Context: an optimization exercise on an open-source flow, tuned for small area and a short achievable clock period. The choices shown serve that exercise and are no tape-out recipe.
Only simulation tests tie the RTL to the original design; equivalence was not proved.
Power figures rest on the tool's default switching activity, not on a simulated workload.

**flow/run.sh**
```bash
#!/bin/bash
# synth_recipe.tcl (not shown) runs the flow's synth.tcl, then flattens the netlist and writes it again
# the make line also repeats each setting of config.mk as NAME=value (left out here)
make -C /OpenROAD-flow-scripts/flow DESIGN_CONFIG=/design/flow/config.mk WORK_HOME=/design/flow/orfs CLKGATE_MAP_FILE= SYNTH_SCRIPT=/design/flow/synth_recipe.tcl finish
```
**flow/config.mk**
```make
export PLATFORM = sky130hd
export DESIGN_NAME = memory_sync
export DESIGN_NICKNAME = memory_sync
export VERILOG_FILES = /design/flow/design.v
export SDC_FILE = /design/flow/constraint.sdc
export NUM_CORES = 4
export LEC_CHECK = 0
export CAP_MARGIN = 20
export CORE_MARGIN = 2
export CORE_UTILIZATION = 40
export SETUP_SLACK_MARGIN = 2.6
export SLEW_MARGIN = 20
export SYNTH_HIERARCHICAL = 1
export SYNTH_MINIMUM_KEEP_SIZE = 0
```
**flow/constraint.sdc**
```tcl
create_clock -name core_clock -period 5.0 [get_ports {clk}]
set_input_delay 1.0000 -clock core_clock [delete_from_list [all_inputs] [get_ports {clk}]]
set_output_delay 1.0000 -clock core_clock [all_outputs]
set_load 0.01 [all_outputs]
```
**flow/design.v**
```verilog
module memory_sync #(
  parameter int WIDTH  = 8,
  parameter int DEPTH  = 256,
  parameter int ADDR_W = 8
) (
  input  logic              clk,
  input  logic              rst,
  input  logic [WIDTH-1:0]  in,
  input  logic [ADDR_W-1:0] address,
  input  logic              write,
  input  logic              read,
  output logic [WIDTH-1:0]  out,
  output logic              valid,
  output logic              busy
  ,
  input  logic              inject_err,
  output logic              parity_err
);
  localparam int MW = WIDTH + 1;
  localparam int LO_W  = ADDR_W / 2;
  localparam int HI_W  = ADDR_W - LO_W;
  localparam int NROWS = 1 << ADDR_W;      
  logic [ADDR_W-1:0]    cnt;
  logic [MW-1:0]        wr_word;
  logic [MW-1:0]        dcol;              
  logic [(1<<LO_W)-1:0] lo;
  logic [(1<<HI_W)-1:0] hi;
  logic [NROWS-1:0]     ns;                
  logic [NROWS-1:0]     we;                
  logic [NROWS-1:0]     nwe;               
  logic [MW-1:0]        mem_q [NROWS];
  logic [MW-1:0]        mem_d [NROWS];
  logic [MW-1:0]        rd_t [2];          
  logic                 rd_ok;             
  logic                 ns1;               
  logic                 s2;                
  logic                 hold;              
  logic [MW-1:0]        cur;               
  logic [MW-1:0]        nx;                
  logic [MW-1:0]        rd_d;              
  assign wr_word = {inject_err, in};
  assign dcol = busy ? '0 : wr_word;
  always_comb begin
    for (int k = 0; k < (1 << LO_W); k++) lo[k] = (address[LO_W-1:0] == LO_W'(k));
    for (int k = 0; k < (1 << HI_W); k++) hi[k] = (address[ADDR_W-1:LO_W] == HI_W'(k));
  end
  for (genvar i = 0; i < NROWS; i++) begin : g_row
    ms_nand2 u_sel (.a(hi[i >> LO_W]), .b(lo[i % (1 << LO_W)]), .y(ns[i]));
    if (i < DEPTH) begin : g_st
      ms_o21ai u_we  (.a1(ns[i]), .a2(!write), .b1(!busy), .y(we[i]));
      ms_o21a  u_nwe (.a1(ns[i]), .a2(!write), .b1(!busy), .x(nwe[i]));
      for (genvar b = 0; b < MW; b++) begin : g_bit
        ms_a22o u_d (.a1(mem_q[i][b]), .a2(nwe[i]), .b1(dcol[b]), .b2(we[i]), .x(mem_d[i][b]));
      end
      always_ff @(posedge clk) mem_q[i] <= mem_d[i];
    end else begin : g_none
      assign we[i]    = 1'b0;
      assign nwe[i]   = 1'b1;
      assign mem_q[i] = '1;                
      assign mem_d[i] = '1;
    end
  end
  if (NROWS == 256) begin : g_tree
    for (genvar b = 0; b < MW; b++) begin : g_rd
      logic [127:0] t1;
      logic [63:0]  t2;
      logic [15:0]  t3;
      logic [7:0]   t4;
      logic [1:0]   t5;
      for (genvar p = 0; p < 128; p++) begin : g_l1
        ms_o22ai u (.a1(ns[2*p]), .a2(mem_q[2*p][b]), .b1(ns[2*p+1]), .b2(mem_q[2*p+1][b]),
                    .y(t1[p]));
      end
      for (genvar p = 0; p < 64; p++) begin : g_l2
        ms_nor2 u (.a(t1[2*p]), .b(t1[2*p+1]), .y(t2[p]));
      end
      for (genvar p = 0; p < 16; p++) begin : g_l3
        ms_nand4 u (.a(t2[4*p]), .b(t2[4*p+1]), .c(t2[4*p+2]), .d(t2[4*p+3]), .y(t3[p]));
      end
      for (genvar p = 0; p < 8; p++) begin : g_l4
        ms_nor2 u (.a(t3[2*p]), .b(t3[2*p+1]), .y(t4[p]));
      end
      for (genvar p = 0; p < 2; p++) begin : g_l5
        ms_nand4 u (.a(t4[4*p]), .b(t4[4*p+1]), .c(t4[4*p+2]), .d(t4[4*p+3]), .y(t5[p]));
      end
      assign rd_t[0][b] = t5[0];
      assign rd_t[1][b] = t5[1];
    end
  end else begin : g_flat
    always_comb begin
      rd_t[0] = '1;
      rd_t[1] = '0;
      for (int i = 0; i < DEPTH; i++) if (!ns[i]) rd_t[0] = ~mem_q[i];
    end
  end
  assign rd_ok = !rst && !busy && read;
  assign ns1   = !(rd_ok && !write);
  assign s2    = rd_ok && write;
  assign hold  = !rst && (busy || !read);
  assign cur   = {1'b0, out};           
  assign nx    = ~((wr_word & {MW{s2}}) | (cur & {MW{hold}}));
  for (genvar b = 0; b < MW; b++) begin : g_out
    ms_o31ai u (.a1(rd_t[0][b]), .a2(rd_t[1][b]), .a3(ns1), .b1(nx[b]), .y(rd_d[b]));
  end
  always_ff @(posedge clk) begin
    out <= rd_d[WIDTH-1:0];
    parity_err <= rd_d[MW-1];
    valid <= rd_ok;
  end
  always_ff @(posedge clk) begin
    if (rst) begin
      cnt  <= '0;
      busy <= 1'b1;
    end else if (busy) begin
      cnt <= cnt + ADDR_W'(1);
      if (cnt == ADDR_W'(DEPTH - 1)) busy <= 1'b0;
    end
  end
endmodule
module ms_nand2 (input logic a, b, output logic y);
  assign y = !(a && b);
endmodule
module ms_o21ai (input logic a1, a2, b1, output logic y);
  assign y = !((a1 || a2) && b1);
endmodule
module ms_a22o (input logic a1, a2, b1, b2, output logic x);
  assign x = (a1 && a2) || (b1 && b2);
endmodule
module ms_o22ai (input logic a1, a2, b1, b2, output logic y);
  assign y = !((a1 || a2) && (b1 || b2));
endmodule
module ms_nor2 (input logic a, b, output logic y);
  assign y = !(a || b);
endmodule
module ms_nand4 (input logic a, b, c, d, output logic y);
  assign y = !(a && b && c && d);
endmodule
module ms_o21a (input logic a1, a2, b1, output logic x);
  assign x = (a1 || a2) && b1;
endmodule
module ms_o31ai (input logic a1, a2, a3, b1, output logic y);
  assign y = !((a1 || a2 || a3) && b1);
endmodule
```
==> summary.txt, run 1 <==
* Largest net degree at the start of global routing at 118
* Seq/Total Area, Yosys at 0.565
* Startpoint Class: input pin
* Most common cell in the netlist: dfxtp_1
* Num rows at 166
* Top-level port count at 32
* Die Y at between 400 and 500 um
* Max-cap viol count at 0
* Layout overhead on the synthesized area at 23.2%
* Multi-input gate area at 0.0388 mm^2
* Reg2reg start: busy
* Tot Pwr at 38.3 mW
* Synth cell count leaders: dfxtp_1 (2,323), a22o_1 (2,304), o22ai_1 (1,152), nor2_1 (672), nand2_1 (272)
* Async set-reset flop share out of synthesis at 0
* Final hold vios at 0
* Leak at ~39 nW
* Core area at 0.205 mm^2
* Fillers at 18.1k
* Max-slew violation count at 0
* Hold WC Path Type: register to register
* CP max FO at 11
* GPL Wtd Cong at 0.915
* Post-synth top area share at 0.565
* Worst Setup End Kind: register
* Via Count at about 72k
* Clock sinks at 2,323
* Vias in the first global route at a little under 70k
* H-tree Lvls at 4
* Slew margin rel. at 0.416
* GR Util All Layers at 0.267
* VDD IR max at 0.283 mV
* Clock Path Buffers at 3
* Share of cells above drive strength 1 at 0.155
* Post-layout min period at 2680 ps
* CTS tree: built
* Largest cells by area after synthesis: dfxtp_1 (57%), a22o_1 (25%), o22ai_1 (8.8%), nor2_1 (3.1%), o21a_1 (2.3%)
* R2r setup slk at between 2000 and 3000 ps
* Top cell type by total area after synthesis: dfxtp_1
* Wire per inst at 26.8 um
* DR pass1 iterations at 8
* Critical path type: input pin to register
* Syn nets at 7,510
* Synth Area per Inst at 11.0 um^2
* Synth Flop Type: dfxtp_1
* Nets at 8,089
* Drt via density at ~6.5
* Unrepaired setup endpoints after global routing: true
* # port buffers at 31
* Num CTS Buffers at 229
* #FFs+latches synth at 2,323
* Status: timing/DRC/antenna clean
* Reg area at 0.0465 mm^2
* Worst Path Required at 5790 ps
* Gate Count Post-Synth at 7,488
* Period utilization at 0.535
* DRT Wirelength at 293 mm
* Post-synth EDFFs at 0
* Initial antenna violation count at 4
* CP arrival at 3460 ps
* Worst setup path endpoint: out[3]
* Pwr Density at ~380 mW/mm^2
* Final core occ at 0.495
* Initial drt markers at 8,034
* Synth warnings at 12
* Gr ovfl total at 0
* Root Driver: clkbuf_16
* Worst-skew pair later-pin latency at 880 ps
* CTS Hold Bufs at 0
* Slew @ Worst Pin at about 880 ps
* First-pass GRT wire length at 438 mm
* Final ANT Viol Nets at 0
* Reg2reg path depth at 5
* R2R Path End: mem_q[174][7]
* Max Clock Skew at approximately 40 ps
* Synthesized area at roughly 0.08 mm^2
* Die area at about 0.21 mm^2
* Drc violations at 0
* Worst Setup SP: address[1]
* Hpwl dp at ~180 mm
* Highest clock rate at between 300 and 400 MHz
* Final setup fails at 0
* Die Width at roughly 460 um
* Initial Utilization at 0.402
* Netlist cell types at 30
* Worst-path clk slew at 60 ps
-- stage by stage --
step / std cells / cell area [um^2] / setup WS (ps) / TNS, ps / hold slack, ps
after global placement: 10389 / 88200 / 5.74 / 0 / 466
after floorplan: 7488 / 82300 / -2600 / -5605680 / 452
after CTS: 10890 / 99900 / 2480 / 0 / 485
after detailed placement: 10392 / 88300 / -28.1 / -28.1 / 470
final: 10949 / 101000 / 2320 / 0 / 483
after global routing: 10948 / 101000 / 2390 / 0 / 489
-- routing by layer --
metal  wire length (um)  track usage
met1             132000        0.381
met4               9890       0.0976
met3              24500       0.0530
met5                 19            0
met2             126000        0.397
-- where the power goes --
group          switching [mW]  internal, mW
clock                    7.57          11.4
sequential            0.00263          18.5
combinational           0.597         0.230
total                    8.17          30.1
-- critical path, stage by stage --
cell	delay [ps]
buf_12	100
buf_4	130
nor3_2	50
clkbuf_16	200
buf_16	200
nand2_2	210
o22ai_1	160
nor2_1	250
nand4_1	190
nor2_4	240
nand4_1	340
o31ai_2	330
-- modules after synthesis, one instance, submodules excluded --
module       flops+latches  cell area [um^2]  cells inside  times used
ms_o31ai                 0              12.5             1           9
ms_nor2                  0              3.75             1         648
ms_nand2                 0              3.75             1         256
ms_o21ai                 0              5.00             1         256
ms_nand4                 0              6.26             1         162
ms_o22ai                 0              6.26             1        1152
memory_sync           2323             47200          2445           1
ms_o21a                  0              7.51             1         256
ms_a22o                  0              8.76             1        2304
-- area by class of cell --
cell class | count | area share
Timing Repair inverter | 1 | 0.0000494
Inverter | 2 | 0.000148
Tap cell | 2688 | 0.0332
Clock buffer | 326 | 0.0662
Timing Repair Buffer | 342 | 0.0415
Sequential cell | 2323 | 0.459
Clock inverter | 98 | 0.0165
Multi-Input combinational cell | 5168 | 0.383
Antenna cell | 1 | 0.0000247
-- kinds of logic (layout without fill, tap and decap cells) --
kind of cell,after synthesis,count (layout),share of synthesized area
multiplexers,1,1,0.000122
other,0,1,0
AND/OR/NAND/NOR,1158,1170,0.0591
adder cells (fa/ha/maj),1,1,0.000152
buffers and inverters,9,769,0.000472
AO/OA/AOI/OAI,3992,3992,0.374
flip-flops,2323,2323,0.565
XOR/XNOR,4,4,0.000426
-- worst min-delay path by stage --
stage / to / slack [ps] / depth (start not counted) / start
2_1_floorplan: cnt[7] / 450 / 2 / cnt[7]
3_3_place_gp: mem_q[80][7] / 470 / 1 / mem_q[80][7]
3_5_place_dp: mem_q[116][7] / 470 / 1 / mem_q[116][7]
4_1_cts: cnt[7] / 480 / 2 / cnt[7]
5_1_grt: mem_q[55][8] / 490 / 1 / mem_q[55][8]
6_report: mem_q[85][4] / 480 / 1 / mem_q[85][4]
-- placed cells by master (no fill, tap or decap), types with 66 or more instances in the layout --
cell and n:
dfxtp_1 2313, a22o_1 2304, o22ai_1 1118, nor2_1 525, o21a_1 249, clkbuf_16 232, nand4_1 165, buf_4 161
o21ai_1 151, o21ai_2 104, nand2_2 97, nor2_2 97, buf_12 89, nand2_4 75, nand2_1 66
-- sequential cells by signal, summed over array words and instances, names as in the netlist --
| signal | flops |
|---|---|
| busy | 1 |
| cnt | 8 |
| mem_q | 2304 |
| out | 8 |
| parity_err | 1 |
| valid | 1 |
-- repair_timing --
item / in CTS / in global routing
hold endpoints to repair: 0 / 0
endpoints found under the setup margin: 2324 / 2048
cloned: 13 / 13
gates resized for setup: 738 / 214
buffers inserted: 61 / 45
pin swaps: 134 / 100
==> run 2: changes to the inputs <==
--- a/flow/config.mk
+++ b/flow/config.mk
@@ -10,2 +10,4 @@
 export CORE_UTILIZATION = 40
+export CTS_CLUSTER_DIAMETER = 70
+export CTS_CLUSTER_SIZE = 30
 export SETUP_SLACK_MARGIN = 2.6
==> run 2 against run 1 <==
  * First-iteration DRC count down 5.6%
  * Via count down 0.82%
  * Still clean
  * Synthesized cell count unchanged
  * Total power down 17%
  * Global-route usage down 0.21 points
  * Register-to-register slack worse by 160 ps
  * Worst hold slack better by 2.9 ps
  * Clock skew down 12 ps
  * Combinational power down 2%
  * Count of clock-buffer cells in the layout down 179
==> summary.txt, run 2 <==
* Worst setup path endpoint: out[7]
* Largest net degree at the start of global routing at 118 (unchanged)
* Synth cell count leaders: dfxtp_1 (2,323), a22o_1 (2,304), o22ai_1 (1,152), nor2_1 (672), nand2_1 (272)
* Num CTS Buffers at 132 (-42%)
* Max-slew violation count at 0 (unchanged)
* Worst hold start: cnt[7]
* CP max-delay cell: nor2_4
* Top cell type by total area after synthesis: dfxtp_1
* Largest reg by FF count: mem_q
* Die Y at 458 um (unchanged)
* Clk network pwr share at 0.396 (-0.099)
* Worst-skew pair later-pin latency at 840 ps (-40 ps)
* Reg2reg path depth at 6 (+1)
* # port buffers at 31 (unchanged)
* Worst setup margin at 2320 ps (-5.20 ps)
* Final core occ at 0.475 (-0.0206)
* Wire per inst at 27.0 um (+1.0%)
* Unrepaired setup endpoints after global routing: true
* Most common cell in the netlist: dfxtp_1
* Share of cells above drive strength 1 at 0.135 (-0.0208)
* Critical path type: input pin to register
* GPL Wtd Cong at 0.915 (unchanged)
* Async set-reset flop share out of synthesis at 0 (unchanged)
* Met2 capacity usage during global routing at 0.397 (about the same)
* Net Sw Power at 7.61 mW (-6.9%)
* Slew margin rel. at 0.275 (-0.141)
* Drc violations at 0 (unchanged)
* Worst-path clk slew at 90 ps (+30 ps)
* Max reg flops at 2,304 (unchanged)
* M1 GR Usage at 0.381 (+0.000531)
* Pre-CTS WS at -28.1 ps (unchanged)
* Root Driver: clkbuf_16
* Post-synth top area share at 0.565 (unchanged)
* Die area at 0.209 mm^2 (unchanged)
* Leak at 36.6 nW (-5.6%)
* Hold WC Path Type: register to register
* CP arrival at 3400 ps (-60 ps)
* Sw frac at 0.238 (+0.0249)
* Min-Delay Path Depth at 2 (+1)
* Comb power frac at 0.025 (+0.003)
* Period utilization at 0.536 (+0.00104)
* Most frequent cells in the layout: dfxtp_1 (2,313), a22o_1 (2,304), o22ai_1 (1,119), nor2_1 (520), o21a_1 (256)
* DRT Wirelength at 291 mm (-0.84%)
* Layout overhead on the synthesized area at 18.1%
* VDD IR max at 0.353 mV (+25%)
* Pwr Density at 329 mW/mm^2 (-13%)
* Most Crowded Layer GR: met2
* Clock Path Buffers at 3 (unchanged)
* CTS tree: built
* Post-synth EDFFs at 0 (unchanged)
* Final setup fails at 0 (unchanged)
* R2r setup slk at 2610 ps (-160 ps)
* Crit-path most repeated cell: nand4_1
* Startpoint Class: input pin
* Gate Count Post-Synth at 7,488 (unchanged)
* Netlist cell types at 30 (unchanged)
* Clock sinks at 2,323 (unchanged)
* Final hold vios at 0 (unchanged)
* Vias in the first global route at 66.8k (-1.8%)
* H-tree Lvls at 4 (unchanged)
* Max Clock Skew at 27.8 ps (-11.9 ps)
* Hpwl dp at 181 mm (unchanged)
* Synth Area per Inst at 11.0 um^2 (unchanged)
* Reg2reg start: busy
* Slew @ Worst Pin at 1080 ps (+209 ps)
* Ant. Diodes at 0 (-1)
* #FFs+latches synth at 2,323 (unchanged)
* Largest cells by area after synthesis: dfxtp_1 (57%), a22o_1 (25%), o22ai_1 (8.8%), nor2_1 (3.1%), o21a_1 (2.3%)
* Core area at 0.205 mm^2 (unchanged)
* Worst Path Required at 5720 ps (-70 ps)
* Top-level port count at 32 (unchanged)
* Sequential share of power at 0.579 (+0.096)
* Status: timing/DRC/antenna clean
* Biggest regs: mem_q: 2304 flops, cnt: 8 flops, out: 8 flops
* Highest clock rate at 373 MHz (-0.19%)
* Syn nets at 7,510 (unchanged)
* Most common cell after layout, fill and taps aside: dfxtp_1
* Synth Flop Type: dfxtp_1
* Synthesized area at 0.0823 mm^2 (unchanged)
* Gr ovfl total at 0 (unchanged)
* Via Count at 71.0k (-0.82%)
* Tot Pwr at 31.9 mW (-17%)
* Initial drt markers at 7,586 (-5.6%)
* Post-layout min period at 2680 ps (+5.20 ps)
* Worst Setup SP: address[0]
* First-pass GRT wire length at 435 mm (-0.80%)
* GR Util met3 at 0.0483 (-0.00475)
* R2R Path End: mem_q[228][0]
* Worst path max stage delay at 350 ps (about the same)
* CP max FO at 7 (-4)
* Final ANT Viol Nets at 0 (unchanged)
* Power Internal at 24.3 mW (-19%)
* Die Width at 458 um (unchanged)
* Initial Utilization at 0.402 (unchanged)
* Synth warnings at 12 (unchanged)
* Initial antenna violation count at 4 (unchanged)
* Worst Setup End Kind: register
* Num rows at 166 (unchanged)
* Drt via density at 6.60 (+1.1%)
* Max-cap viol count at 0 (unchanged)
* GR Util All Layers at 0.264 (-0.00211)
* Nets at 7,978 (-1.4%)
* Seq/Total Area, Yosys at 0.565 (unchanged)
* DR pass1 iterations at 6 (-2)
* Sequence of cells on the critical path: buf_12 > nand2b_4 > nor3_4 > clkbuf_16 > nand2_8 > o22ai_1 > nor2_2 > nand4_1 > nor2_4 > nand4_1 > o31ai_2
* Fillers at 18.5k (+2.2%)
## run 2: Yosys stat by module, one instance, submodules excluded
module,cell area [um^2],cells inside,flops+latches,times used
memory_sync,47200,2445,2323,1
ms_a22o,8.76,1,0,2304
ms_nand2,3.75,1,0,256
ms_nand4,6.26,1,0,162
ms_nor2,3.75,1,0,648
ms_o21a,7.51,1,0,256
ms_o21ai,5.00,1,0,256
ms_o22ai,6.26,1,0,1152
ms_o31ai,12.5,1,0,9
## run 2: power by group through the flow
| stage | combinational (mW) | clock, mW | sequential [mW] |
|---|---|---|---|
| after floorplan | 0.226 | 0 | 18.9 |
| after global placement | 0.606 | 0 | 18.9 |
| after detailed placement | 0.610 | 0 | 18.9 |
| after CTS | 0.768 | 12.9 | 18.5 |
| after global routing | 0.824 | 13.5 | 18.5 |
| final | 0.812 | 12.6 | 18.5 |
## run 2: logic make-up after synthesis
kind of cell / Yosys count / synth area share
buffers and inverters: 9 / 0.000472
muxes: 1 / 0.000122
adders and majority gates: 1 / 0.000152
DFF: 2323 / 0.565
AOI/OAI and AO/OA: 3992 / 0.374
xor gates and xnor gates: 4 / 0.000426
and+or+nand+nor: 1158 / 0.0591
## run 2: what timing repair did
item	CTS	global route
setup buffers	82	11
resized for setup	753	133
gates cloned	19	6
pin swaps	158	94
endpoints found under the setup margin	2324	368
hold buffers	0	0
## run 2: final cells by class
cell class / count / area, um^2 / share of cell area
clock buffers: 147 / 3520 / 0.0362
clock inverters: 89 / 1080 / 0.0111
inverters: 2 / 15.0 / 0.000155
multi-input cells: 5166 / 38600 / 0.398
flip-flops and latches: 2323 / 46500 / 0.479
well taps: 2688 / 3360 / 0.0346
repair buffers: 330 / 4010 / 0.0413
repair inverters: 1 / 5.00 / 0.0000515
## run 2: how the worst min path moves through the flow
stage and to:
6_report cnt[7], 5_1_grt mem_q[55][8], 4_1_cts cnt[7], 3_5_place_dp mem_q[116][7], 3_3_place_gp mem_q[80][7], 2_1_floorplan cnt[7]
## run 2: stage by stage
step	TNS, ps	std cells	cell area, um^2	hold slack (ps)
floorplan	-5605680	7488	82300	452
global placement	0	10389	88200	466
detailed placement	-28.1	10392	88300	470
CTS	0	10729	96400	488
global route	0	10746	97100	496
finish	0	10746	97100	486
## run 2: worst max-delay path, delay by kind of cell
family                 cells  cell delay, ps
AND/OR/NAND/NOR            7            1580
AO/OA/AOI/OAI              2             450
buffers and inverters      2             310
## run 2: metal layers
metal	share of wire	up-vias	wire (um)
li1	-	31849	-
met1	0.45	35492	131000
met2	0.43	3127	125000
met3	0.085	488	24800
met4	0.035	4	10100
met5	0.00011	-	32
==> run 3: changes to the inputs <==
--- a/flow/config.mk
+++ b/flow/config.mk
@@ -12,2 +12,3 @@
 export CTS_CLUSTER_SIZE = 30
+export PLACE_DENSITY = 0.75
 export SETUP_SLACK_MARGIN = 2.6
==> run 3 against run 2 <==
  * Wire length fell by 1.7%
  * Flip-flop and latch count unchanged
  * Count of clock-buffer cells in the layout shrank 30
  * Core utilization decreased by 0.28 points
  * First-iteration DRC count up 18%
  * Combinational power fell by 2%
  * Register-to-register slack lost 200 ps
  * Critical path depth fell by 5
  * Die area stayed put
  * Design area shrank 0.60%
  * Total power shrank 3.6%
  * Clock skew is 43 ps higher
  * Largest power group unchanged
  * Highest routed layer unchanged
==> summary.txt, run 3 <==
* Final hold vios at 0 (unchanged)
* CP arrival at 3250 ps (-150 ps)
* Via Count at 72.6k (+2.4%)
* Slew margin rel. at 0.270 (-0.00522)
* Post-synth EDFFs at 0 (unchanged)
* Highest clock rate at 386 MHz (+3.6%)
* Post-synthesis adder-cell area fraction at 0.000152 (unchanged)
* Seq/Total Area, Yosys at 0.565 (unchanged)
* Min-Delay Path Depth at 1 (-1)
* Initial antenna violation count at 7 (+3)
* Reg area at 0.0465 mm^2 (about the same)
* Wire per inst at 26.6 um (-1.8%)
* VDD IR max at 0.299 mV (-15%)
* Worst path max stage delay at 500 ps (+150 ps)
* Critical path type: register to register
* Hpwl dp at 174 mm (-3.5%)
* Most common cell in the netlist: dfxtp_1
* Worst-skew pair later-pin latency at 820 ps (-20 ps)
* Synth Area in Compound Gates at 0.374 (unchanged)
* Delay-heaviest family, CP: compound AO/OA/AOI/OAI gates
* GPL Wtd Cong at 0.983 (+7.5%)
* Startpoint Class: register
* GR Util All Layers at 0.256 (-0.00855)
* Sequential share of power at 0.600 (+0.021)
* Hold EP: mem_q[251][0]
* Max-slew violation count at 0 (unchanged)
* Netlist cell types at 30 (unchanged)
* H-tree Lvls at 3 (-1)
* Fillers at 17.9k (-3.1%)
* Final core occ at 0.472 (-0.00285)
* Synth Area per Inst at 11.0 um^2 (unchanged)
* Synth warnings at 12 (unchanged)
* Comb power frac at 0.026 (about the same)
* Leak at 36.7 nW (+0.29%)
* Hold WC Path Type: register to register
* CTS tree: built
* Slew @ Worst Pin at 1100 ps (+10.1 ps)
* DRT Wirelength at 286 mm (-1.7%)
* Layout overhead on the synthesized area at 17.4%
* Final ANT Viol Nets at 0 (unchanged)
* First-pass GRT wire length at 427 mm (-1.9%)
* Reg2reg start: busy
* Sequence of cells on the critical path: buf_4 > clkinvlp_4 > buf_12 > buf_16 > o21ai_1 > a22o_1
* Multiplexer area fraction after synthesis at 0.000122 (unchanged)
* R2r setup slk at 2410 ps (-200 ps)
* Synth Flop Type: dfxtp_1
* Share of cells above drive strength 1 at 0.131 (-0.00413)
* Post-layout min period at 2590 ps (-93.8 ps)
* DR pass1 iterations at 6 (unchanged)
* Pre-CTS WS at 232 ps (+261 ps)
* Status: timing/DRC/antenna clean
* Worst-path clk slew at 110 ps (+20 ps)
* Max Clock Skew at 70.9 ps (+43.0 ps)
* Worst hold margin at 494 ps (+8.45 ps)
* Main combinational cell family by area after synthesis: compound AO/OA/AOI/OAI gates
* Async set-reset flop share out of synthesis at 0 (unchanged)
* Most frequent cells in the layout: dfxtp_1 (2,312), a22o_1 (2,304), o22ai_1 (1,117), nor2_1 (544), o21a_1 (256)
* Drc violations at 0 (unchanged)
* Sw frac at 0.236 (-0.00201)
* Worst hold start: mem_q[251][0]
* Worst setup margin at 2410 ps (+93.8 ps)
* Root Driver: clkbuf_16
* Top-level port count at 32 (unchanged)
* Syn nets at 7,510 (unchanged)
* Post-synthesis xor/xnor area fraction at 0.000426 (unchanged)
* Biggest regs: mem_q: 2304 flops, cnt: 8 flops, out: 8 flops
* Simple-gate share of the synthesized area at 0.0591 (unchanged)
* Post-synth top area share at 0.565 (unchanged)
* Gate Count Post-Synth at 7,488 (unchanged)
* Clock sinks at 2,323 (unchanged)
* Final setup fails at 0 (unchanged)
* Most common cell after layout, fill and taps aside: dfxtp_1
* Pwr Density at 319 mW/mm^2 (-3.0%)
* # port buffers at 31 (unchanged)
* Die Width at 458 um (unchanged)
* Period utilization at 0.518 (-0.0188)
* Initial Utilization at 0.402 (unchanged)
* Worst Setup End Kind: register
* Initial drt markers at 8,935 (+18%)
* Clk network pwr share at 0.374 (-0.022)
* Worst Path Required at 5670 ps (-50 ps)
* Setup TNS at 0 ps (unchanged)
* Synth cell count leaders: dfxtp_1 (2,323), a22o_1 (2,304), o22ai_1 (1,152), nor2_1 (672), nand2_1 (272)
* Buf/Inv on CP at 4 (+2)
* Clock Path Buffers at 3 (unchanged)
* Largest cells by area after synthesis: dfxtp_1 (57%), a22o_1 (25%), o22ai_1 (8.8%), nor2_1 (3.1%), o21a_1 (2.3%)
* Largest net degree at the start of global routing at 152 (+29%)
* Nets at 8,004 (+0.33%)
* Num rows at 166 (unchanged)
* Num CTS Buffers at 110 (-17%)
* Synthesized area at 0.0823 mm^2 (unchanged)
* CP max FO at 107 (+100)
* Net Sw Power at 7.27 mW (-4.4%)
* Max-cap viol count at 0 (unchanged)
* Multi-input gate area at 0.0384 mm^2 (-0.64%)
* Top cell type by total area after synthesis: dfxtp_1
* Vias in the first global route at 68.3k (+2.2%)
* Power Internal at 23.5 mW (-3.3%)
* Core area at 0.205 mm^2 (unchanged)
* Die Y at 458 um (unchanged)
* Die area at 0.209 mm^2 (unchanged)
* Unrepaired setup endpoints after global routing: true
* Gr ovfl total at 0 (unchanged)
* Max reg flops at 2,304 (unchanged)
* R2R Path End: mem_q[213][8]
* #FFs+latches synth at 2,323 (unchanged)
* Tot Pwr at 30.8 mW (-3.6%)
* Drt via density at 6.75 (+2.3%)
* Reg2reg path depth at 6 (unchanged)
* Largest reg by FF count: mem_q
* CP max-delay cell: o21ai_1
* CTS Hold Bufs at 0 (unchanged)
==> run 3: cell counts after synthesis <==
No cell type changed its count.
==> run 3: stage by stage <==
| step | cells | cell area (um^2) |
|---|---|---|
| CTS | 10706 | 94500 |
| global route | 10757 | 96500 |
| global placement | 10419 | 88200 |
| floorplan | 7488 | 82300 |
| finish | 10757 | 96500 |
| detailed placement | 10419 | 88200 |
==> run 3: worst register-to-register path: stages, from the launching register on <==
cell	delay, ps
dfxtp_4	390
buf_4	180
clkinvlp_4	100
buf_12	180
buf_16	330
o21ai_1	950
a22o_1	320
==> run 3: logic make-up after synthesis <==
group | count (synthesis)
adder cells (fa/ha/maj) | 1
XOR/XNOR | 4
AO/OA/AOI/OAI | 3992
buffers and inverters | 9
multiplexers | 1
AND/OR/NAND/NOR | 1158
flip-flops | 2323
==> run 3: worst max-delay path by stage <==
stage | from | end | slack, ps | cells past startpoint
detailed placement | address[2] | out[0] | 230 | 11
floorplan | write | out[0] | -2600 | 4
global placement | address[2] | out[0] | 290 | 11
global route | write | mem_q[47][1] | 2450 | 6
finish | busy | mem_q[213][8] | 2410 | 6
CTS | address[1] | out[0] | 2520 | 12
==> run 3: layer usage <==
metal  global-route usage  wire [um]  vias to the layer above
met5                    0         30                        -
met4                0.137      17700                        6
met3               0.0562      30700                      845
met2                0.383     122000                     4374
met1                0.344     116000                    35619
li1                     -          -                    31801
==> run 3: layout make-up <==
cell class / count / share of cell area
Sequential cell: 2323 / 0.482
Multi-Input combinational cell: 5165 / 0.397
Timing Repair Buffer: 380 / 0.0441
Tap cell: 2688 / 0.0348
Clock buffer: 117 / 0.0291
Clock inverter: 81 / 0.0123
Inverter: 2 / 0.000156
Antenna cell: 1 / 0.0000259
==> run 3: timing repair <==
action / in CTS / in global routing
resized for setup: 494 / 386
buffers inserted: 77 / 27
cloned: 12 / 23
endpoints found under the setup margin: 2324 / 954
pin swaps: 78 / 130
==> run 3: power groups by stage <==
stage	clock, mW	combinational, mW	sequential (mW)
2_1_floorplan	0	0.226	18.9
3_3_place_gp	0	0.571	18.9
3_5_place_dp	0	0.574	18.9
4_1_cts	11.6	0.682	18.5
5_1_grt	12.2	0.795	18.5
6_report	11.5	0.795	18.5
==> run 3: Yosys stat by module (local to each module, per instance) <==
module / area, um^2 / copies in the design
ms_nor2: 3.75 / 648
ms_nand4: 6.26 / 162
memory_sync: 47200 / 1
ms_o22ai: 6.26 / 1152
ms_o21a: 7.51 / 256
ms_a22o: 8.76 / 2304
ms_nand2: 3.75 / 256
ms_o21ai: 5.00 / 256
ms_o31ai: 12.5 / 9
==> run 4: changes to the inputs <==
--- a/flow/config.mk
+++ b/flow/config.mk
@@ -12,3 +12,3 @@
 export CTS_CLUSTER_SIZE = 30
-export PLACE_DENSITY = 0.75
+export PLACE_DENSITY = 0.8
 export SETUP_SLACK_MARGIN = 2.6
==> run 4 against run 3 <==
  * Combinational power increased by 4.9%
  * Largest cell class unchanged
  * Critical endpoint is now parity_err
  * Global-route usage decreased by 0.29 points
  * Register-to-register slack gained 70 ps
  * Non-clock buffer count is 14 lower
  * Cell count is 0.17% lower
==> summary.txt, run 4 <==
* Biggest regs: mem_q: 2304 flops, cnt: 8 flops, out: 8 flops
* Initial Utilization at 0.402 (unchanged)
* Gr ovfl total at 0 (unchanged)
* Sequence of cells on the critical path: buf_8 > buf_6 > nand2b_4 > nor2_4 > buf_12 > buf_16 > nand2_8 > o22ai_1 > nor2_1 > nand4_1 > nor2_4 > buf_6 > nand4_1 > o31ai_2
* Num CTS Buffers at 110 (unchanged)
* Seq/Total Area, Yosys at 0.565 (unchanged)
* Delay-heaviest family, CP: simple AND/OR/NAND/NOR gates
* Drt via density at 6.79 (+0.60%)
* GPL Wtd Cong at 1.00 (+1.7%)
* Share of cells above drive strength 1 at 0.133 (+0.00242)
* Final core occ at 0.474 (+0.00175)
* Dpl cell area at 0.0880 mm^2 (-0.22%)
* Final Cell Area at 0.0969 mm^2 (+0.37%)
* Root Driver: clkbuf_16
* Die Y at 458 um (unchanged)
* Synth cell count leaders: dfxtp_1 (2,323), a22o_1 (2,304), o22ai_1 (1,152), nor2_1 (672), nand2_1 (272)
* GR Util All Layers at 0.253 (-0.00293)
* Post-layout min period at 2790 ps (+204 ps)
* Top cell type by total area after synthesis: dfxtp_1
* CP max-delay cell: o31ai_2
* Wire per inst at 26.6 um (about the same)
* Clock Path Buffers at 3 (unchanged)
* Gate Count Post-Synth at 7,488 (unchanged)
* Most frequent cells in the layout: dfxtp_1 (2,313), a22o_1 (2,304), o22ai_1 (1,111), nor2_1 (547), o21a_1 (256)
* Critical path type: input pin to register
* Highest clock rate at 358 MHz (-7.3%)
* Syn nets at 7,510 (unchanged)
* GR Util met3 at 0.0537 (-0.00242)
* Unrepaired setup endpoints after global routing: true
* Core area at 0.205 mm^2 (unchanged)
* CTS Hold Bufs at 0 (unchanged)
* Synthesized area at 0.0823 mm^2 (unchanged)
* Async set-reset flop share out of synthesis at 0 (unchanged)
* Largest cells by area after synthesis: dfxtp_1 (57%), a22o_1 (25%), o22ai_1 (8.8%), nor2_1 (3.1%), o21a_1 (2.3%)
* Status: timing/DRC/antenna clean
* Worst Setup End Kind: register
* Most Crowded Layer GR: met2
* Most common cell after layout, fill and taps aside: dfxtp_1
* DP Cell Count at 10.4k (-0.41%)
* Worst Setup SP: address[6]
* Startpoint Class: input pin
* Hpwl dp at 172 mm (-1.5%)
* Synth Flop Type: dfxtp_1
* DRT Wirelength at 285 mm (-0.14%)
* Via Count at 73.0k (+0.43%)
* Fillers at 17.8k (-0.48%)
* Final hold vios at 0 (unchanged)
* Post-synth EDFFs at 0 (unchanged)
* Slew @ Worst Pin at 1130 ps (+31.4 ps)
* First-pass GRT wire length at 422 mm (-0.96%)
* DR pass1 iterations at 8 (+2)
* Initial drt markers at 10.1k (+13%)
* Slew margin rel. at 0.247 (-0.0225)
* Pwr Density at 317 mW/mm^2 (-0.57%)
* Worst setup margin at 2210 ps (-204 ps)
* Pre-CTS WS at 81.6 ps (-151 ps)
* Worst path max stage delay at 310 ps (-190 ps)
* Worst hold start: mem_q[61][4]
* CTS tree: built
* Worst-path clk slew at 110 ps (about the same)
* VDD IR max at 0.313 mV (+4.7%)
* #FFs+latches synth at 2,323 (unchanged)
* Setup TNS at 0 ps (unchanged)
* Worst-skew pair later-pin latency at 810 ps (about the same)
* Max-slew violation count at 0 (unchanged)
* Synth Area per Inst at 11.0 um^2 (unchanged)
* Final ANT Viol Nets at 0 (unchanged)
* Nets at 7,986 (-0.22%)
* Die area at 0.209 mm^2 (unchanged)
* Filler-free cell count of the finished design at 10.7k (-0.17%)
* Post-synth top area share at 0.565 (unchanged)
* Netlist cell types at 30 (unchanged)
* Final setup fails at 0 (unchanged)
* Max reg flops at 2,304 (unchanged)
* # port buffers at 31 (unchanged)
* CP max FO at 7 (-93%)
* Top-level port count at 32 (unchanged)
* H-tree Lvls at 3 (unchanged)
* Num rows at 166 (unchanged)
* Reg2reg start: busy
* Initial antenna violation count at 7 (unchanged)
* Max Clock Skew at 72.2 ps (+1.30 ps)
* Die Width at 458 um (unchanged)
* Max-cap viol count at 0 (unchanged)
* Worst Path Required at 5730 ps (+60 ps)
* Clock sinks at 2,323 (unchanged)
* M1 GR Usage at 0.331 (-0.0126)
* CP arrival at 3530 ps (+280 ps)
* Leak at 36.4 nW (-0.80%)
* Largest net degree at the start of global routing at 142 (-6.6%)
* Buf/Inv on CP at 5 (+1)
* Vias in the first global route at 68.5k (+0.26%)
* Largest reg by FF count: mem_q
* Drc violations at 0 (unchanged)
* Most common cell in the netlist: dfxtp_1
* Met2 capacity usage during global routing at 0.383 (about the same)
* Period utilization at 0.558 (+0.0408)
* Worst hold margin at 494 ps (-0.472 ps)
* Hold WC Path Type: register to register
* Synth warnings at 12 (unchanged)
* Tot Pwr at 30.7 mW (-0.20%)
* Layout overhead on the synthesized area at 17.8%
==> run 4: kinds of logic (layout without fill, tap and decap cells) <==
family	Yosys count	after routing	share of synthesized area
AOI/OAI and AO/OA	3992	3992	0.374
DFF	2323	2323	0.565
and+or+nand+nor	1158	1163	0.0591
buffers and inverters	9	565	0.000472
xor gates and xnor gates	4	4	0.000426
adders and majority gates	1	1	0.000152
muxes	1	1	0.000122
other	0	2	0
==> run 4: worst paths after layout <==
check	end	slack, ps	depth (start not counted)
min	mem_q[61][4]	490	1
max reg2reg	mem_q[125][6]	2480	6
min reg2reg	mem_q[61][4]	490	1
max	parity_err	2210	14
==> run 4: routing by layer <==
layer  wire [um]  vias up
li1            -    31806
met1      111000    35264
met2      123000     4791
met3       31900     1093
met4       20100        2
met5          19        -
==> run 4: power by group <==
| group | total (mW) | internal, mW | switching [mW] |
|---|---|---|---|
| Sequential | 18.5 | 18.5 | 0.00312 |
| Combinational | 0.834 | 0.250 | 0.584 |
| Clock | 11.4 | 4.78 | 6.64 |
| Total | 30.7 | 23.5 | 7.22 |
==> run 4: layout make-up <==
type / instances / area, um^2 / area share
diodes: 2 / 5.00 / 0.0000517
clock buffers: 113 / 2780 / 0.0287
clock inverters: 84 / 1160 / 0.0120
inverters: 2 / 15.0 / 0.000155
multi-input cells: 5161 / 38700 / 0.399
flip-flops and latches: 2323 / 46500 / 0.480
well taps: 2688 / 3360 / 0.0347
repair buffers: 366 / 4360 / 0.0450
==> run 4: Yosys stat by module (local to each module, per instance) <==
module	cells inside	copies in the design	flip-flops and latches	cell area (um^2)
memory_sync	2445	1	2323	47200
ms_o31ai	1	9	0	12.5
ms_a22o	1	2304	0	8.76
ms_o21a	1	256	0	7.51
ms_nand4	1	162	0	6.26
ms_o22ai	1	1152	0	6.26
ms_o21ai	1	256	0	5.00
ms_nand2	1	256	0	3.75
ms_nor2	1	648	0	3.75
==> run 4: what timing repair did <==
action / 4_1_cts / 5_1_grt
setup buffers: 75 / 54
cloned: 28 / 7
gates resized for setup: 777 / 142
endpoints found under the setup margin: 2324 / 818
pin swaps: 144 / 78
==> run 5: changes to the inputs <==
--- a/flow/config.mk
+++ b/flow/config.mk
@@ -12,3 +12,3 @@
 export CTS_CLUSTER_SIZE = 30
-export PLACE_DENSITY = 0.8
+export PLACE_DENSITY = 0.7
 export SETUP_SLACK_MARGIN = 2.6
==> run 5 against run 4 <==
  * Critical endpoint is now out[1]
  * Combinational power fell by 12%
  * Global-route usage fell by 0.18 points
  * Critical path type unchanged
  * Clock skew fell by 20 ps
  * Still clean
  * Largest power group unchanged
  * Cell count down 0.14%
==> summary.txt, run 5 <==
* Status: timing/DRC/antenna clean
* Nets at 7,958 (-0.35%)
* Hpwl dp at 174 mm (+1.4%)
* Netlist cell types at 30 (unchanged)
* Drt via density at 6.64 (-2.2%)
* Net Sw Power at 7.34 mW (+1.6%)
* Worst Setup SP: address[0]
* Clk network pwr share at 0.380 (+0.009)
* Worst Path Required at 5710 ps (-20 ps)
* GR Util All Layers at 0.251 (-0.00182)
* Initial Utilization at 0.402 (unchanged)
* Period utilization at 0.532 (-0.0267)
* Synth Flop Type: dfxtp_1
* Largest reg by FF count: mem_q
* Pwr Density at 324 mW/mm^2 (+2.0%)
* Comb power frac at 0.024 (-0.003)
* Biggest regs: mem_q: 2304 flops, cnt: 8 flops, out: 8 flops
* Final ANT Viol Nets at 0 (unchanged)
* Unrepaired setup endpoints after global routing: true
* Fillers at 18.4k (+3.3%)
* DRT Wirelength at 278 mm (-2.4%)
* Power Internal at 23.7 mW (+0.77%)
* Async set-reset flop share out of synthesis at 0 (unchanged)
* Wire per inst at 26.0 um (-2.2%)
* Top-level port count at 32 (unchanged)
* Seq/Total Area, Yosys at 0.565 (unchanged)
* Max-cap viol count at 0 (unchanged)
* First-pass GRT wire length at 418 mm (-1.0%)
* #FFs+latches synth at 2,323 (unchanged)
* CP max FO at 16 (+9)
* Synth Area per Inst at 11.0 um^2 (unchanged)
* CP arrival at 3370 ps (-160 ps)
* Dpl cell area at 0.0882 mm^2 (+0.22%)
* Clock sinks at 2,323 (unchanged)
* Root Driver: clkbuf_16
* Gate Count Post-Synth at 7,488 (unchanged)
* Startpoint Class: input pin
* # port buffers at 31 (unchanged)
* DP Cell Count at 10.4k (+0.15%)
* Worst Setup End Kind: register
* Num rows at 166 (unchanged)
* Initial drt markers at 8,877 (-12%)
* Gr ovfl total at 0 (unchanged)
* Leak at 36.0 nW (-1.2%)
* Core area at 0.205 mm^2 (unchanged)
* Die Width at 458 um (unchanged)
* Sequence of cells on the critical path: buf_12 > nand2_4 > nor2_4 > buf_6 > nand2_1 > buf_4 > o22ai_1 > nor2_1 > nand4_1 > nor2_2 > nand4_1 > o31ai_2
* Sequential share of power at 0.596 (-0.006)
* Die area at 0.209 mm^2 (unchanged)
* Crit-path most repeated cell: nand4_1
* Layout overhead on the synthesized area at 16.6%
* CP max-delay cell: nand4_1
* Post-layout min period at 2660 ps (-134 ps)
* Final hold vios at 0 (unchanged)
* Worst hold start: mem_q[3][3]
* Multi-input gate area at 0.0379 mm^2 (-2.0%)
* Share of cells above drive strength 1 at 0.126 (-0.00646)
* Syn nets at 7,510 (unchanged)
* H-tree Lvls at 3 (unchanged)
* Max Clock Skew at 52.3 ps (-19.8 ps)
* Top cell type by total area after synthesis: dfxtp_1
* Worst path max stage delay at 320 ps (about the same)
* Worst setup margin at 2340 ps (+134 ps)
* Max-slew violation count at 0 (unchanged)
* Buf/Inv on CP at 3 (-2)
* Post-synth top area share at 0.565 (unchanged)
* Die Y at 458 um (unchanged)
* Drc violations at 0 (unchanged)
* Slew margin rel. at 0.298 (+0.0509)
* Post-synth EDFFs at 0 (unchanged)
* Reg area at 0.0465 mm^2 (about the same)
* Most frequent cells in the layout: dfxtp_1 (2,313), a22o_1 (2,304), o22ai_1 (1,139), nor2_1 (550), o21a_1 (255)
* Reg2reg start: busy
* Initial antenna violation count at 4 (-3)
* Filler-free cell count of the finished design at 10.7k (-0.14%)
* Sw frac at 0.236 (+0.00146)
* Synth cell count leaders: dfxtp_1 (2,323), a22o_1 (2,304), o22ai_1 (1,152), nor2_1 (672), nand2_1 (272)
* GPL Wtd Cong at 0.939 (-6.1%)
* VDD IR max at 0.353 mV (+13%)
* Highest clock rate at 376 MHz (+5.0%)
* Pre-CTS WS at 285 ps (+203 ps)
* CTS tree: built
* Largest cells by area after synthesis: dfxtp_1 (57%), a22o_1 (25%), o22ai_1 (8.8%), nor2_1 (3.1%), o21a_1 (2.3%)
* DR pass1 iterations at 6 (-2)
* Most common cell in the netlist: dfxtp_1
* Most common cell after layout, fill and taps aside: dfxtp_1
* Final Cell Area at 0.0959 mm^2 (-1.0%)
* Slew @ Worst Pin at 1050 ps (-73.9 ps)
* Final setup fails at 0 (unchanged)
* Max reg flops at 2,304 (unchanged)
* Clock Path Buffers at 3 (unchanged)
* Num CTS Buffers at 115 (+4.5%)
* Worst-skew pair later-pin latency at 800 ps (about the same)
* Critical path type: input pin to register
* Worst-path clk slew at 100 ps (about the same)
* Largest net degree at the start of global routing at 151 (+6.3%)
* Synth warnings at 12 (unchanged)
* Via Count at 71.2k (-2.4%)
* Hold WC Path Type: register to register
* Synthesized area at 0.0823 mm^2 (unchanged)
* Vias in the first global route at 66.4k (-3.0%)
* Delay-heaviest family, CP: simple AND/OR/NAND/NOR gates
==> run 5: cell counts after synthesis <==
No cell type changed its count.
==> run 5: final timing paths <==
| kind | end | slack, ps | cells past startpoint |
|---|---|---|---|
| worst min-delay path | mem_q[3][3] | 490 | 1 |
| worst max register to register | out[3] | 2490 | 6 |
| worst max-delay path | out[1] | 2340 | 12 |
| worst min register to register | mem_q[3][3] | 490 | 1 |
==> run 5: cell type report <==
class	count	area share
antenna	3	0.0000783
clock buffer	121	0.0309
clock inverter	93	0.0126
inverter	2	0.000157
multi-input combinational	5158	0.395
sequential	2323	0.485
tap	2688	0.0351
timing repair buffer	335	0.0409
timing repair inverter	1	0.0000522
==> run 5: cells by family after synthesis <==
family | Yosys count | share of synthesized area
and+or+nand+nor | 1158 | 0.0591
buffers and inverters | 9 | 0.000472
muxes | 1 | 0.000122
xor gates and xnor gates | 4 | 0.000426
AOI/OAI and AO/OA | 3992 | 0.374
adders and majority gates | 1 | 0.000152
DFF | 2323 | 0.565
==> run 5: what timing repair did <==
action / 4_1_cts / 5_1_grt
pin swaps: 117 / 72
hold buffers: 0 / 0
resized for setup: 637 / 139
endpoints found under the hold margin: 0 / 0
endpoints found under the setup margin: 2324 / 595
gates cloned: 14 / 5
setup buffers: 52 / 44
==> run 5: per-stage QoR <==
stage / hold WS [ps] / power [mW] / TNS, ps / util
5_1_grt: 500 / 31.9 / 0 / 0.469
3_5_place_dp: 470 / 19.5 / 0 / 0.431
4_1_cts: 493 / 31.1 / 0 / 0.464
2_1_floorplan: 452 / 19.1 / -5605680 / -
3_3_place_gp: 462 / 19.5 / 0 / 0.431
6_report: 491 / 31.0 / 0 / 0.469
==> run 5: power by group through the flow <==
| stage | Combinational [mW] | Sequential [mW] | Clock (mW) |
|---|---|---|---|
| 2_1_floorplan | 0.226 | 18.9 | 0 |
| 3_3_place_gp | 0.564 | 18.9 | 0 |
| 3_5_place_dp | 0.567 | 18.9 | 0 |
| 4_1_cts | 0.684 | 18.5 | 11.9 |
| 5_1_grt | 0.740 | 18.5 | 12.6 |
| 6_report | 0.735 | 18.5 | 11.8 |
==> run 5: Yosys stat by module (local to each module, per instance) <==
| module | flip-flops and latches | cells inside | cell area (um^2) |
|---|---|---|---|
| memory_sync | 2323 | 2445 | 47200 |
| ms_o31ai | 0 | 1 | 12.5 |
| ms_a22o | 0 | 1 | 8.76 |
| ms_o21a | 0 | 1 | 7.51 |
| ms_nand4 | 0 | 1 | 6.26 |
| ms_o22ai | 0 | 1 | 6.26 |
| ms_o21ai | 0 | 1 | 5.00 |
| ms_nand2 | 0 | 1 | 3.75 |
| ms_nor2 | 0 | 1 | 3.75 |
==> run 5: layer usage <==
layer | part of all wire | up-vias | wire length (um) | global-route usage
li1 | - | 31727 | - | -
met1 | 0.43 | 35250 | 119000 | 0.352
met2 | 0.43 | 3647 | 119000 | 0.376
met3 | 0.098 | 607 | 27300 | 0.0472
met4 | 0.044 | 2 | 12300 | 0.108
met5 | 0.000047 | - | 13 | 0
==> run 6: changes to the inputs <==
--- a/flow/design.v
+++ b/flow/design.v
@@ -22,3 +22,7 @@
   localparam int NROWS = 1 << ADDR_W;      
+  localparam int NRDY  = 8;                
   logic [ADDR_W-1:0]    cnt;
+  logic                 sweep_end;         
+  logic [NRDY-1:0]      ready_q;           
+  logic [NRDY-1:0]      ready_d;
   logic [MW-1:0]        wr_word;
@@ -49,4 +53,4 @@
     if (i < DEPTH) begin : g_st
-      ms_o21ai u_we  (.a1(ns[i]), .a2(!write), .b1(!busy), .y(we[i]));
-      ms_o21a  u_nwe (.a1(ns[i]), .a2(!write), .b1(!busy), .x(nwe[i]));
+      ms_o21ai u_we  (.a1(ns[i]), .a2(!write), .b1(ready_q[i / (NROWS / NRDY)]), .y(we[i]));
+      ms_o21a  u_nwe (.a1(ns[i]), .a2(!write), .b1(ready_q[i / (NROWS / NRDY)]), .x(nwe[i]));
       for (genvar b = 0; b < MW; b++) begin : g_bit
@@ -109,2 +113,7 @@
   end
+  assign sweep_end = busy && (cnt == ADDR_W'(DEPTH - 1));
+  for (genvar k = 0; k < NRDY; k++) begin : g_rdy
+    ms_ready u (.rst(rst), .q(ready_q[k]), .sweep_end(sweep_end), .d(ready_d[k]));
+  end
+  always_ff @(posedge clk) ready_q <= ready_d;
   always_ff @(posedge clk) begin
@@ -115,3 +124,3 @@
       cnt <= cnt + ADDR_W'(1);
-      if (cnt == ADDR_W'(DEPTH - 1)) busy <= 1'b0;
+      if (sweep_end) busy <= 1'b0;
     end
@@ -143 +152,4 @@
 endmodule
+module ms_ready (input logic rst, q, sweep_end, output logic d);
+  assign d = !rst && (q || sweep_end);
+endmodule
--- a/flow/config.mk
+++ b/flow/config.mk
@@ -12,3 +12,3 @@
 export CTS_CLUSTER_SIZE = 30
-export PLACE_DENSITY = 0.7
+export PLACE_DENSITY = 0.75
 export SETUP_SLACK_MARGIN = 2.6
==> run 6 against run 5 <==
  * Die area up 0.28%
  * Flip-flop and latch count up 8
  * Fmax down 2.3%
  * Still clean
  * Design area down 0.91%
  * Global-route usage down 0.44 points
  * Total power down 2.4%
  * Largest cell class unchanged
  * Critical endpoint is now out[4]
==> summary.txt, run 6 <==
* Synth cell count leaders: dfxtp_1 (2,331), a22o_1 (2,304), o22ai_1 (1,152), nor2_1 (673), nand2_1 (272)
* Setup TNS at 0 ps (unchanged)
* Final ANT Viol Nets at 0 (unchanged)
* Die area at 0.210 mm^2 (+0.28%)
* Fillers at 18.3k (-0.38%)
* Max Clock Skew at 37.3 ps (-15.0 ps)
* Top cell type by total area after synthesis: dfxtp_1
* Drc violations at 0 (unchanged)
* Startpoint Class: input pin
* Most frequent cells in the layout: dfxtp_1 (2,313), a22o_1 (2,304), o22ai_1 (1,140), nor2_1 (553), o21a_1 (255)
* CP arrival at 3420 ps (+50 ps)
* Final setup fails at 0 (unchanged)
* Core area at 0.205 mm^2 (+0.10%)
* Drt via density at 6.75 (+1.6%)
* Seq/Total Area, Yosys at 0.566 (about the same)
* Largest reg by FF count: mem_q
* Die Width at 458 um (+0.14%)
* Num rows at 166 (unchanged)
* Multi-input gate area at 0.0384 mm^2 (+1.4%)
* #FFs+latches synth at 2,331 (+0.34%)
* DR pass1 iterations at 8 (+2)
* Max reg flops at 2,304 (unchanged)
* CTS tree: built
* Share of cells above drive strength 1 at 0.121 (-0.00541)
* Status: timing/DRC/antenna clean
* M1 GR Usage at 0.341 (-0.0112)
* Clock sinks at 2,331 (+0.34%)
* Gr ovfl total at 0 (unchanged)
* Leak at 35.7 nW (-0.93%)
* Sequence of cells on the critical path: buf_8 > nand2b_4 > nor3_4 > buf_4 > nand2_1 > o22ai_1 > nor2_1 > nand4_1 > nor2_1 > nand4_1 > o31ai_2
* Reg2reg start: busy
* Initial drt markers at 9,412 (+6.0%)
* Largest cells by area after synthesis: dfxtp_1 (57%), a22o_1 (24%), o22ai_1 (8.7%), nor2_1 (3.1%), o21a_1 (2.3%)
* Worst-skew pair later-pin latency at 810 ps (about the same)
* Hpwl dp at 167 mm (-4.3%)
* Synthesized area at 0.0825 mm^2 (+0.28%)
* Wire per inst at 25.9 um (about the same)
* Critical path type: input pin to register
* Clock Path Buffers at 3 (unchanged)
* Most common cell in the netlist: dfxtp_1
* Pwr Density at 319 mW/mm^2 (-1.5%)
* Most Crowded Layer GR: met2
* # port buffers at 31 (unchanged)
* Worst-path clk slew at 110 ps (about the same)
* Worst hold start: ready_q[0]
* Period utilization at 0.544 (+0.0123)
* Synth Flop Type: dfxtp_1
* CP max-delay cell: nand2_1
* Top-level port count at 32 (unchanged)
* Initial antenna violation count at 4 (unchanged)
* GPL Wtd Cong at 0.993 (+5.7%)
* Slew @ Worst Pin at 1150 ps (+96.2 ps)
* GR Util met3 at 0.0488 (+0.00153)
* Most common cell after layout, fill and taps aside: dfxtp_1
* Largest net degree at the start of global routing at 181 (+20%)
* Root Driver: clkbuf_16
* First-pass GRT wire length at 414 mm (-0.90%)
* Unrepaired setup endpoints after global routing: true
* Worst Setup End Kind: register
* Reg area at 0.0467 mm^2 (+0.36%)
* Buf/Inv on CP at 2 (-1)
* Nets at 7,860 (-1.2%)
* Synth warnings at 12 (unchanged)
* Via Count at 71.6k (+0.49%)
* Max-slew violation count at 0 (unchanged)
* DRT Wirelength at 275 mm (-1.2%)
* Post-layout min period at 2720 ps (+61.5 ps)
* Die Y at 458 um (+0.14%)
* Final core occ at 0.464 (-0.00475)
* Hold WC Path Type: register to register
* Initial Utilization at 0.403 (+0.000716)
* Num CTS Buffers at 105 (-8.7%)
* Highest clock rate at 368 MHz (-2.3%)
* Delay-heaviest family, CP: simple AND/OR/NAND/NOR gates
* Final hold vios at 0 (unchanged)
* Post-synth EDFFs at 0 (unchanged)
* Slew margin rel. at 0.234 (-0.0641)
* VDD IR max at 0.316 mV (-10%)
* Syn nets at 7,525 (+0.20%)
* Layout overhead on the synthesized area at 15.2%
* Synth Area per Inst at 11.0 um^2 (about the same)
* Worst Setup SP: address[6]
* Vias in the first global route at 66.7k (+0.57%)
* Worst path max stage delay at 350 ps (+30 ps)
* Max-cap viol count at 0 (unchanged)
* Netlist cell types at 28 (-6.7%)
* Async set-reset flop share out of synthesis at 0 (unchanged)
* Met2 capacity usage during global routing at 0.370 (-0.00590)
* Post-synth top area share at 0.566 (about the same)
* CP max FO at 16 (unchanged)
* GR Util All Layers at 0.247 (-0.00438)
* Gate Count Post-Synth at 7,503 (+0.20%)
* Worst Path Required at 5710 ps (about the same)
* H-tree Lvls at 3 (unchanged)
==> run 6: changes by cell type in the layout (fill, tap and decap cells not counted), sizes merged, moves of 2 or more <==
cell    previous run  this run
o21ba              0         8
clkinv            35        20
clkbuf           123       115
buf              318       217
dfxtp           2323      2331
nand3             12        10
inv               45        33
==> run 6: modules after synthesis, one instance, submodules excluded <==
module	copies in the design	area (um^2)	cells inside	flip-flops and latches
ms_o21ai	256	5.00	1	0
ms_ready	8	10.0	1	0
ms_nand2	256	3.75	1	0
ms_o22ai	1152	6.26	1	0
ms_a22o	2304	8.76	1	0
ms_nor2	648	3.75	1	0
ms_o21a	256	7.51	1	0
ms_o31ai	9	12.5	1	0
ms_nand4	162	6.26	1	0
memory_sync	1	47300	2452	2331
==> run 6: worst register-to-register path: cells and delay by family (launching register included) <==
family	cells	cell delay, ps
DFF	1	340
buffers and inverters	3	980
AOI/OAI and AO/OA	1	350
and+or+nand+nor	1	520
==> run 6: logic make-up (layout without fill, tap and decap cells) <==
kind of cell | Yosys count | after routing | share of synthesized area
compound gates | 4000 | 4000 | 0.374
xor+xnor | 4 | 4 | 0.000425
fa+ha+maj | 1 | 1 | 0.000152
buf+inv | 8 | 416 | 0.000455
flops | 2331 | 2331 | 0.566
mux | 1 | 1 | 0.000121
other cells | 0 | 2 | 0
simple gates | 1158 | 1160 | 0.0589
==> run 6: where the power goes <==
part	switching [mW]	internal, mW	total, mW
clock network	6.43	4.55	11.0
logic	0.565	0.203	0.768
registers	0.00245	18.6	18.6
==> run 6: final timing paths <==
| check | to | slack [ps] | cells past startpoint |
|---|---|---|---|
| min | ready_q[0] | 470 | 1 |
| max | out[4] | 2280 | 11 |
| min reg2reg | ready_q[0] | 470 | 1 |
| max reg2reg | mem_q[252][2] | 2750 | 5 |
==> run 6: layout make-up <==
| class | count | share of cell area |
|---|---|---|
| clock buffers | 114 | 0.0283 |
| flip-flops and latches | 2331 | 0.492 |
| diodes | 2 | 0.0000527 |
| clock inverters | 68 | 0.00981 |
| repair buffers | 233 | 0.0305 |
| inverters | 1 | 0.0000790 |
| well taps | 2688 | 0.0354 |
| multi-input cells | 5166 | 0.404 |
==> run 6: metrics by stage <==
stage / instance area (um^2) / instances / hold slack [ps] / total power [mW] / worst slack (ps)
after floorplan: 82500 / 7503 / 456 / 19.2 / -2600
after global placement: 87700 / 10337 / 437 / 19.5 / 348
after detailed placement: 87800 / 10339 / 441 / 19.5 / 330
after CTS: 94200 / 10588 / 467 / 30.3 / 2410
after global routing: 95000 / 10602 / 479 / 31.0 / 2380
final: 95000 / 10603 / 465 / 30.3 / 2280
==> run 6: repair_timing <==
item | CTS | global route
endpoints found under the setup margin | 2324 | 2207
hold buffers | 0 | 0
buffers inserted | 55 | 11
gates cloned | 12 | 2
gates resized for setup | 672 | 185
pin swaps | 134 | 70
endpoints found under the hold margin | 0 | 0
==> run 6: routing by layer <==
layer,vias up,part of all wire
li1,31544,-
met5,-,0
met3,750,0.11
met4,0,0.052
met2,4164,0.43
met1,35122,0.41
==> run 7: changes to the inputs <==
--- a/flow/config.mk
+++ b/flow/config.mk
@@ -13,3 +13,3 @@
 export PLACE_DENSITY = 0.75
-export SETUP_SLACK_MARGIN = 2.6
+export SETUP_SLACK_MARGIN = 2.8
 export SLEW_MARGIN = 20
==> run 7 against run 6 <==
  * Critical path type unchanged
  * Fmax rose by 3.5%
  * Count of clock-buffer cells in the layout unchanged
  * Clock skew up 3.5 ps
  * Design area increased by 1.4%
  * Synthesized cell count unchanged
  * Largest power group unchanged
==> summary.txt, run 7 <==
* CP arrival at 3330 ps (-90 ps)
* Leak at 36.4 nW (+2.1%)
* Synth warnings at 12 (unchanged)
* Share of cells above drive strength 1 at 0.144 (+0.0232)
* Largest reg by FF count: mem_q
* Initial Utilization at 0.403 (unchanged)
* Num rows at 166 (unchanged)
* Vias in the first global route at 67.5k (+1.1%)
* #FFs+latches synth at 2,331 (unchanged)
* Die Y at 458 um (unchanged)
* DRT Wirelength at 282 mm (+2.3%)
* Most common cell after layout, fill and taps aside: dfxtp_1
* Num CTS Buffers at 105 (unchanged)
* Main combinational cell family by area after synthesis: compound AO/OA/AOI/OAI gates
* Final hold vios at 0 (unchanged)
* Die Width at 458 um (unchanged)
* Period utilization at 0.525 (-0.0185)
* Simple-gate share of the synthesized area at 0.0589 (unchanged)
* Synth cell count leaders: dfxtp_1 (2,331), a22o_1 (2,304), o22ai_1 (1,152), nor2_1 (673), nand2_1 (272)
* Met2 capacity usage during global routing at 0.373 (+0.00314)
* Post-synthesis adder-cell area fraction at 0.000152 (unchanged)
* Dpl cell area at 0.0878 mm^2 (unchanged)
* Max Clock Skew at 40.8 ps (+3.51 ps)
* First-pass GRT wire length at 419 mm (+1.1%)
* Gr ovfl total at 0 (unchanged)
* Max reg flops at 2,304 (unchanged)
* Clock sinks at 2,331 (unchanged)
* Most Crowded Layer GR: met2
* Post-synth top area share at 0.566 (unchanged)
* GR Util met3 at 0.0533 (+0.00449)
* H-tree Lvls at 3 (unchanged)
* GR Util All Layers at 0.250 (+0.00285)
* Worst-path clk slew at 110 ps (about the same)
* Synth Flop Type: dfxtp_1
* VDD IR max at 0.310 mV (-1.8%)
* Worst hold margin at 466 ps (+0.361 ps)
* Post-layout min period at 2630 ps (-92.5 ps)
* Pwr Density at 315 mW/mm^2 (-1.0%)
* Initial drt markers at 9,655 (+2.6%)
* Final ANT Viol Nets at 0 (unchanged)
* Slew margin rel. at 0.272 (+0.0373)
* Final core occ at 0.470 (+0.00628)
* Max-cap viol count at 0 (unchanged)
* Final Cell Area at 0.0963 mm^2 (+1.4%)
* Worst Setup End Kind: register
* Gate Count Post-Synth at 7,503 (unchanged)
* Die area at 0.210 mm^2 (unchanged)
* Root Driver: clkbuf_16
* Worst setup margin at 2370 ps (+92.5 ps)
* Highest clock rate at 381 MHz (+3.5%)
* Netlist cell types at 28 (unchanged)
* Clock Path Buffers at 3 (unchanged)
* CTS tree: built
* Multi-input gate area at 0.0392 mm^2 (+2.1%)
* Largest cells by area after synthesis: dfxtp_1 (57%), a22o_1 (24%), o22ai_1 (8.7%), nor2_1 (3.1%), o21a_1 (2.3%)
* R2r setup slk at 2810 ps (+60 ps)
* Pre-CTS WS at 330 ps (unchanged)
* Drt via density at 6.78 (+0.40%)
* GPL Wtd Cong at 0.993 (unchanged)
* Max-slew violation count at 0 (unchanged)
* Fillers at 18.1k (-1.1%)
* Hold WC Path Type: register to register
* Worst Path Required at 5700 ps (about the same)
* Status: timing/DRC/antenna clean
* Post-synth EDFFs at 0 (unchanged)
* Unrepaired setup endpoints after global routing: true
* M1 GR Usage at 0.342 (+0.000601)
* Top cell type by total area after synthesis: dfxtp_1
* Async set-reset flop share out of synthesis at 0 (unchanged)
* Top-level port count at 32 (unchanged)
* Wire per inst at 26.5 um (+2.0%)
* Layout overhead on the synthesized area at 16.8%
* Core area at 0.205 mm^2 (unchanged)
* Synthesized area at 0.0825 mm^2 (unchanged)
* Synth Area in Compound Gates at 0.374 (unchanged)
* Final setup fails at 0 (unchanged)
* Largest net degree at the start of global routing at 138 (-24%)
* Hpwl dp at 167 mm (unchanged)
* Most frequent cells in the layout: dfxtp_1 (2,312), a22o_1 (2,304), o22ai_1 (1,119), nor2_1 (538), o21ai_2 (219)
* Worst-skew pair later-pin latency at 810 ps (about the same)
* Most common cell in the netlist: dfxtp_1
* CP max FO at 7 (-9)
* Via Count at 72.1k (+0.69%)
* Slew @ Worst Pin at 1090 ps (-56.0 ps)
* Post-synthesis xor/xnor area fraction at 0.000425 (unchanged)
* Multiplexer area fraction after synthesis at 0.000121 (unchanged)
* Reg area at 0.0467 mm^2 (about the same)
* # port buffers at 31 (unchanged)
* Seq/Total Area, Yosys at 0.566 (unchanged)
* DR pass1 iterations at 6 (-2)
* Startpoint Class: input pin
* Syn nets at 7,525 (unchanged)
* Initial antenna violation count at 5 (+1)
* Synth Area per Inst at 11.0 um^2 (unchanged)
* Nets at 7,891 (+0.39%)
* Critical path type: input pin to register
* Drc violations at 0 (unchanged)
* Tot Pwr at 30.4 mW (+0.30%)
==> run 7: changes by cell type in the layout (fill, tap and decap cells not counted), moves of 8 or more <==
cell / previous run / this run
o22ai_1: 1140 / 1119
nand2_1: 73 / 47
buf_6: 29 / 57
buf_2: 10 / 2
o22ai_2: 12 / 27
o21a_1: 255 / 217
o21ai_2: 167 / 219
o21ai_1: 88 / 33
o21a_2: 1 / 39
nor2_1: 553 / 538
nand2_4: 64 / 89
nor2_2: 83 / 92
==> run 7: layer usage <==
metal	share of wire	vias up
li1	-	31631
met5	0.00016	-
met2	0.43	4389
met3	0.12	791
met1	0.40	35254
met4	0.053	6
==> run 7: logic make-up (layout without fill, tap and decap cells) <==
kind of cell,count (synthesis),in the layout
compound gates,4000,4000
xor+xnor,4,4
fa+ha+maj,1,1
buf+inv,8,444
flops,2331,2331
mux,1,1
other cells,0,1
simple gates,1158,1163
==> run 7: repair_timing <==
| item | CTS | global route |
|---|---|---|
| buffers inserted | 63 | 22 |
| resized for setup | 816 | 287 |
| pin swaps | 165 | 108 |
| cloned | 16 | 10 |
| setup endpoints to repair | 2324 | 1370 |
| hold buffers | 0 | 0 |
==> run 7: final cells by class <==
| class | count | area share |
|---|---|---|
| sequential | 2331 | 0.485 |
| multi-input combinational | 5169 | 0.407 |
| timing repair buffer | 261 | 0.0352 |
| tap | 2688 | 0.0349 |
| clock buffer | 114 | 0.0280 |
| clock inverter | 68 | 0.00968 |
| inverter | 1 | 0.0000779 |
| antenna | 1 | 0.0000260 |
==> run 7: modules after synthesis (local to each module, per instance) <==
module,cell area [um^2],cells,times used,flip-flops and latches
ms_o21a,7.51,1,256,0
ms_o22ai,6.26,1,1152,0
ms_nand4,6.26,1,162,0
ms_ready,10.0,1,8,0
ms_o21ai,5.00,1,256,0
ms_a22o,8.76,1,2304,0
ms_o31ai,12.5,1,9,0
ms_nand2,3.75,1,256,0
ms_nor2,3.75,1,648,0
memory_sync,47300,2452,1,2331
==> run 7: report_power, final <==
part           switching (mW)  total (mW)  internal, mW
Combinational           0.622       0.848         0.226
Sequential            0.00249        18.6          18.6
Clock                    6.44        11.0          4.55
==> run 7: through the flow <==
stage / std cells / TNS (ps)
floorplan: 7503 / -5583740
global placement: 10337 / 0
detailed placement: 10339 / 0
CTS: 10600 / 0
global route: 10633 / 0
finish: 10633 / 0
==> run 7: critical path: stages <==
cell and delay, ps:
buf_12 110, nand2b_4 170, buf_6 130, nor3_4 50, buf_6 140, buf_12 170, nand2_8 100, buf_6 140
o22ai_1 110, nor2_2 190, nand4_1 220, nor2_4 220, nand4_1 290, o31ai_2 260
==> run 7: path summary, 6_finish.rpt <==
path | startpoint | to | cells past startpoint
worst max-delay path | address[3] | parity_err | 14
worst min-delay path | ready_q[0] | ready_q[0] | 1
worst max register to register | busy | out[5] | 6
worst min register to register | ready_q[0] | ready_q[0] | 1

afterwards: timing with drivers on the ports:
In the flow no input, the clock included, has a driving cell. The finished layouts below were timed again as built, in two steps. Step 1 sets driving cells, clkbuf_16 on the clock port and buf_2 on the other inputs (assumed; they add their load-dependent delay and slew). Step 2 adds t to the input delays and takes it off the output delays; t is the mean of the earliest and latest rising clock arrival at the registers after step 1. Input paths then give back, and output paths get back, about the clock's delay inside the block. a / b / c = ideal ports / drivers / drivers and shift; a / b = the first two.
run	t (ns)	slack for setup (ns)	worst slew at a driven data input, ns
run 1	0.949	2.324 / 2.350 / 1.401	0.12
run 2	0.912	2.318 / 2.352 / 1.440	0.12
run 3	0.871	2.412 / 2.353 / 1.482	0.18
run 4	0.867	2.208 / 2.245 / 1.379	0.11
run 5	0.876	2.342 / 2.329 / 1.453	0.15
run 6	0.883	2.281 / 2.259 / 1.377	0.18
run 7	0.885	2.373 / 2.362 / 1.476	0.18
After both steps setup and hold are still met in every run listed. For run 3, which loses most, drivers alone change the setup slack by -0.059 ns; drivers and shift together by -0.930 ns.
